Context: an optimization exercise on an open-source flow, tuned for small area, a short achievable clock period and few clock cycles per item. The choices shown serve that exercise and are no tape-out recipe. RTL that was checked went through simulation tests only; none was proved equivalent to the original. Power figures rest on the tool's default switching activity, not on a simulated workload.

Design audio_rd_dma, start of the top module:
module audio_rd_dma #(
    parameter int              ID_W        = 4,
    parameter logic [ID_W-1:0] AXI_ID      = 1,
    parameter int              BURST_BEATS = 8,
    parameter int              FIFO_DEPTH  = 32
) (
    input  logic            gclk,
    input  logic            gresetn,
    input  logic            cfg_start,
    input  logic            cfg_stop,
    input  logic [31:0]     cfg_base,
    input  logic [15:0]     cfg_words,
    input  logic            cfg_loop,
    output logic            busy,
    output logic            done,
    output logic            err,
    output logic [ID_W-1:0] aid,
    output logic [31:0]     aaddr,
    output logic            avalid,
    output logic            awrite,
    output logic [3:0]      alen,
    output logic [2:0]      asize,
    output logic [1:0]      aburst,
    input  logic            aready,
    input  logic [ID_W-1:0] rid,
    input  logic [63:0]     rdata,
    input  logic            rlast,
    input  logic            rvalid,
    output logic            rready,
    output logic [63:0]     smp_data,
    output logic            smp_valid,
    input  logic            smp_ready
);
==> flow/config.mk <==
export PLATFORM = sky130hd
export DESIGN_NAME = audio_rd_dma
export DESIGN_NICKNAME = audio_rd_dma
export VERILOG_FILES = /design/flow/design.v
export SDC_FILE = /design/flow/constraint.sdc
export NUM_CORES = 4
export LEC_CHECK = 0
export CAP_MARGIN = 20
export CORE_MARGIN = 2
export CORE_UTILIZATION = 60
export SETUP_SLACK_MARGIN = 2.5
export SLEW_MARGIN = 20
==> flow/constraint.sdc <==
create_clock -name core_clock -period 5.5 [get_ports {gclk}]
set_input_delay 1.1000 -clock core_clock [delete_from_list [all_inputs] [get_ports {gclk}]]
set_output_delay 1.1000 -clock core_clock [all_outputs]
set_load 0.01 [all_outputs]
standard.sh (not shown) runs the stock make flow with config.mk's settings and CLKGATE_MAP_FILE= SYNTH_SCRIPT=/design/flow/synth_recipe.tcl, a recipe that flattens the netlist after the stock synthesis.
==> flow/flow/run.sh <==
#!/bin/bash
# Layout with the standard.sh (ORFS), with two changes:
#  - synthesis runs flow/my_synth.tcl: synth_recipe.tcl's steps (same Yosys
#    synth -nofsm -noshare, flatten and renaming), except that the ABC call
#    uses flow/abc_map.script and no adder map; registers are mapped exactly
#    as in the standard synthesis;
#  - extra ORFS settings passed as make variables (see below).
# Each tool's output goes to standard.log (ORFS keeps per-step logs in orfs/logs).
set -euo pipefail
export MY_ABC_SCRIPT=$PWD/flow/abc_map.script MY_ABC_NOD=1
bash standard.sh SYNTH_SCRIPT=$PWD/flow/my_synth.tcl ADDER_MAP_FILE= SKIP_REPAIR_TIE_FANOUT=1 BUFFER_PORTS_ARGS="-buffer_cell sky130_fd_sc_hd__buf_1" CTS_ARGS="-sink_clustering_enable -repair_clock_nets -dont_use_dummy_load -buf_list sky130_fd_sc_hd__clkbuf_4 -sink_clustering_size 20 -sink_clustering_max_diameter 100" finish > standard.log 2>&1
==> flow/flow/abc_map.script <==
&get -n; &st; &dch; &nf -D 1500; &put
==> flow/flow/my_synth.tcl <==
proc synth {args} { yosys synth -nofsm -noshare {*}$args }
# Map with a custom ABC script instead of the speed script.
proc abc {args} {
  set i [lsearch -exact $args -script]
  if {$i >= 0 && [info exists ::env(MY_ABC_SCRIPT)]} { lset args [expr {$i+1}] $::env(MY_ABC_SCRIPT) }
  if {[info exists ::env(MY_ABC_D)]} { set j [lsearch -exact $args -D]; if {$j>=0} {lset args [expr {$j+1}] $::env(MY_ABC_D)} }
  if {[info exists ::env(MY_ABC_NOSCRIPT)]} { set i [lsearch -exact $args -script]; set args [lreplace $args $i [expr {$i+1}]] }
  if {[info exists ::env(MY_ABC_NOD)]} { set j [lsearch -exact $args -D]; if {$j>=0} {set args [lreplace $args $j [expr {$j+1}]]} }
  puts "MYABC: $args"
  yosys abc {*}$args
}
source $::env(SCRIPTS_DIR)/synth.tcl
# left out here: clear keep_hierarchy, flatten, clean up, hide names made inside functions, write 1_2_yosys.v
The baseline ran to the end with no violations.
Testbench counts at the start, summed over its fixed seeds: cycles 12,335, items 9,450.
Then changed:
--- a/flow/flow/run.sh
+++ b/flow/flow/run.sh
@@ -10,2 +10,2 @@
 export MY_ABC_SCRIPT=$PWD/flow/abc_map.script MY_ABC_NOD=1
-bash standard.sh SYNTH_SCRIPT=$PWD/flow/my_synth.tcl ADDER_MAP_FILE= SKIP_REPAIR_TIE_FANOUT=1 BUFFER_PORTS_ARGS="-buffer_cell sky130_fd_sc_hd__buf_1" CTS_ARGS="-sink_clustering_enable -repair_clock_nets -dont_use_dummy_load -buf_list sky130_fd_sc_hd__clkbuf_4 -sink_clustering_size 20 -sink_clustering_max_diameter 100" finish > standard.log 2>&1
+bash standard.sh SYNTH_SCRIPT=$PWD/flow/my_synth.tcl ADDER_MAP_FILE= BUFFER_PORTS_ARGS="-buffer_cell sky130_fd_sc_hd__buf_1" finish > standard.log 2>&1
==> flow/flow/abc_map.script (replaced) <==
&get -n; &st; &dch; &nf -D 1500; &put; topo; stime -c; buffer -c; upsize -c -D 1500; dnsize -c -D 1500
SETUP_SLACK_MARGIN = 2.2   (was 2.5)
Effect: Total power goes up by about 7%; synthesized area goes up by about 3.3%; global-route usage goes down by 0.23 points; non-clock buffer count goes up by 4; routed wire length goes up by about 3.6%.
Then changed:
SETUP_SLACK_MARGIN = 2.5   (was 2.2)
Outcome:
- global-route usage hardly moves
- clock skew is about the same
- die area does not change
- design area stays flat
Then changed:
--- a/flow/flow/run.sh
+++ b/flow/flow/run.sh
@@ -10,2 +10,2 @@
 export MY_ABC_SCRIPT=$PWD/flow/abc_map.script MY_ABC_NOD=1
-bash standard.sh SYNTH_SCRIPT=$PWD/flow/my_synth.tcl ADDER_MAP_FILE= BUFFER_PORTS_ARGS="-buffer_cell sky130_fd_sc_hd__buf_1" finish > standard.log 2>&1
+bash standard.sh SYNTH_SCRIPT=$PWD/flow/my_synth.tcl ADDER_MAP_FILE= SKIP_REPAIR_TIE_FANOUT=1 BUFFER_PORTS_ARGS="-buffer_cell sky130_fd_sc_hd__buf_1" finish > standard.log 2>&1
==> flow/flow/abc_map.script (replaced) <==
&get -n; &st; &dch; &nf -D 1000; &put; topo; stime -c; buffer -c; upsize -c -D 1000; dnsize -c -D 1000
CTS_CLUSTER_DIAMETER = 100   (was unset)
CTS_CLUSTER_SIZE = 40   (was unset)
The new run completed without violations; total power decreases slightly; fmax came out higher slightly; routed wire length shrinks by a few percent; clock-buffer cell count came out higher by 2; flip-flop and latch count is unchanged; design area decreases slightly; worst setup slack gets better by 0.016 ns; non-clock buffer count decreases by 1; via count drops slightly; combinational power hardly moves; global-route usage is lower by 0.13 points.

---

audio_rd_dma, a different RTL version from the one above (not shown whole).
Size: ~69 flip-flops.
## audio_rd_dma
module audio_rd_dma #(
    parameter int              ID_W        = 4,
    parameter logic [ID_W-1:0] AXI_ID      = 1,
    parameter int              BURST_BEATS = 8,
    parameter int              FIFO_DEPTH  = 32
) (
    input  logic            gclk,
    input  logic            gresetn,
    input  logic            cfg_start,
    input  logic            cfg_stop,
    input  logic [31:0]     cfg_base,
    input  logic [15:0]     cfg_words,
    input  logic            cfg_loop,
    output logic            busy,
    output logic            done,
    output logic            err,
    output logic [ID_W-1:0] aid,
    output logic [31:0]     aaddr,
    output logic            avalid,
    output logic            awrite,
    output logic [3:0]      alen,
    output logic [2:0]      asize,
    output logic [1:0]      aburst,
    input  logic            aready,
    input  logic [ID_W-1:0] rid,
    input  logic [63:0]     rdata,
    input  logic            rlast,
    input  logic            rvalid,
    output logic            rready,
    output logic [63:0]     smp_data,
    output logic            smp_valid,
    input  logic            smp_ready
);
==> flow/config.mk <==
export PLATFORM = sky130hd
export DESIGN_NAME = audio_rd_dma
export DESIGN_NICKNAME = audio_rd_dma
export VERILOG_FILES = /design/flow/design.v
export SDC_FILE = /design/flow/constraint.sdc
export NUM_CORES = 4
export LEC_CHECK = 0
export CAP_MARGIN = 20
export CORE_MARGIN = 2
export CORE_UTILIZATION = 60
export SETUP_SLACK_MARGIN = 2.8
export SLEW_MARGIN = 20
==> flow/constraint.sdc <==
create_clock -name core_clock -period 5.5 [get_ports {gclk}]
set_input_delay 1.1000 -clock core_clock [delete_from_list [all_inputs] [get_ports {gclk}]]
set_output_delay 1.1000 -clock core_clock [all_outputs]
set_load 0.01 [all_outputs]
==> flow/flow/run.sh <==
#!/bin/bash
# Layout with the standard.sh (ORFS), with these changes:
#  - synthesis runs flow/my_synth.tcl: synth_recipe.tcl's steps (same Yosys
#    synth -nofsm -noshare, flatten and renaming), except the ABC calls: the
#    design is mapped with flow/abc_map.script, and the small combinational
#    module aud_smp_gate (kept as its own module until the final flatten via
#    SYNTH_KEEP_MODULES) with flow/abc_gate.script; no adder map. Registers
#    are mapped exactly as in the standard synthesis;
#  - port buffers are buf_1, tie cells are not duplicated, CTS settings.
# Output goes to standard.log (ORFS keeps per-step logs under orfs/logs).
set -euo pipefail
export MY_ABC_SCRIPT=$PWD/flow/abc_map.script MY_GATE_SCRIPT=$PWD/flow/abc_gate.script
bash standard.sh SYNTH_SCRIPT=$PWD/flow/my_synth.tcl SYNTH_KEEP_MODULES=aud_smp_gate ADDER_MAP_FILE= SKIP_REPAIR_TIE_FANOUT=1 BUFFER_PORTS_ARGS="-buffer_cell sky130_fd_sc_hd__buf_1" CTS_ARGS="-sink_clustering_enable -repair_clock_nets -dont_use_dummy_load -buf_list sky130_fd_sc_hd__clkbuf_8" finish > standard.log 2>&1
==> flow/flow/abc_gate.script <==
strash; dch; map -D 50
==> flow/flow/abc_map.script <==
&get -n; &st; &dch; &nf -D 1500; &put
==> flow/flow/my_synth.tcl <==
proc synth {args} { yosys synth -nofsm -noshare {*}$args }
# ABC mapping: the design with flow/abc_map.script; the sample-path gating
# module (kept apart by SYNTH_KEEP_MODULES until the flatten below) with
# flow/abc_gate.script, a delay-driven mapping.
proc abc {args} {
  set i [lsearch -exact $args -script]
  set j [lsearch -exact $args -D]
  if {$j >= 0} { set args [lreplace $args $j [expr {$j+1}]] }
  set main [lreplace $args [expr {$i+1}] [expr {$i+1}] $::env(MY_ABC_SCRIPT)]
  set gate [lreplace $args [expr {$i+1}] [expr {$i+1}] $::env(MY_GATE_SCRIPT)]
  puts "MYABC main: $main"
  yosys abc {*}$main $::env(DESIGN_NAME)
  puts "MYABC gate: $gate"
  yosys abc {*}$gate aud_smp_gate
}
source $::env(SCRIPTS_DIR)/synth.tcl
# left out here: clear keep_hierarchy, flatten, clean up, hide names made inside functions, write 1_2_yosys.v
The baseline went through all stages and came out clean.
==> next run, changes <==
SETUP_SLACK_MARGIN = 2.6   (was 2.8)
Setup slack improves by 0.028 ns.
Register-to-register slack degrades by 0.09 ns.
Sequential share of layout area increases by 1.5 points.
Die area is unchanged.
Final area drops by about 3.6%.
No functional check of the RTL was part of any run of this note.

[what the ideal ports hide]
The flow's constraints put no driver on any port. The routed layouts listed below were extracted and timed again, unchanged, in two steps.
Step 1 assumes that a clkbuf_16 drives the clock port and a buf_2 every other input.
Step 2 moves the port delays by t, midway between the first and last clock arrival at a register: inputs arrive t later, outputs are due t later. That takes back most of the time a late clock gives input paths.
Three values: ideal, step 1, step 2; two values: the first two.
| run | shift t [ns] | setup WS [ns] | pins driven straight from the clock port |
|---|---|---|---|
| the first run of note 1 | 0.415 | 2.596 / 2.575 / 2.523 | 1 |
| the second run of note 1 | 0.374 | 2.496 / 2.475 / 2.230 | 1 |
| the third run of note 1 | 0.376 | 2.579 / 2.559 / 2.421 | 1 |
| the fourth run of note 1 | 0.379 | 2.595 / 2.575 / 2.418 | 1 |
| the first run of note 2 | 0.362 | 2.615 / 2.586 / 2.773 | 1 |
| the second run of note 2 | 0.359 | 2.643 / 2.618 / 2.598 | 1 |
After both steps setup and hold are still met in every run listed. The setup slack of the second run of note 1, which loses most, moves by -0.021 ns with the drivers and by -0.266 ns with both steps.
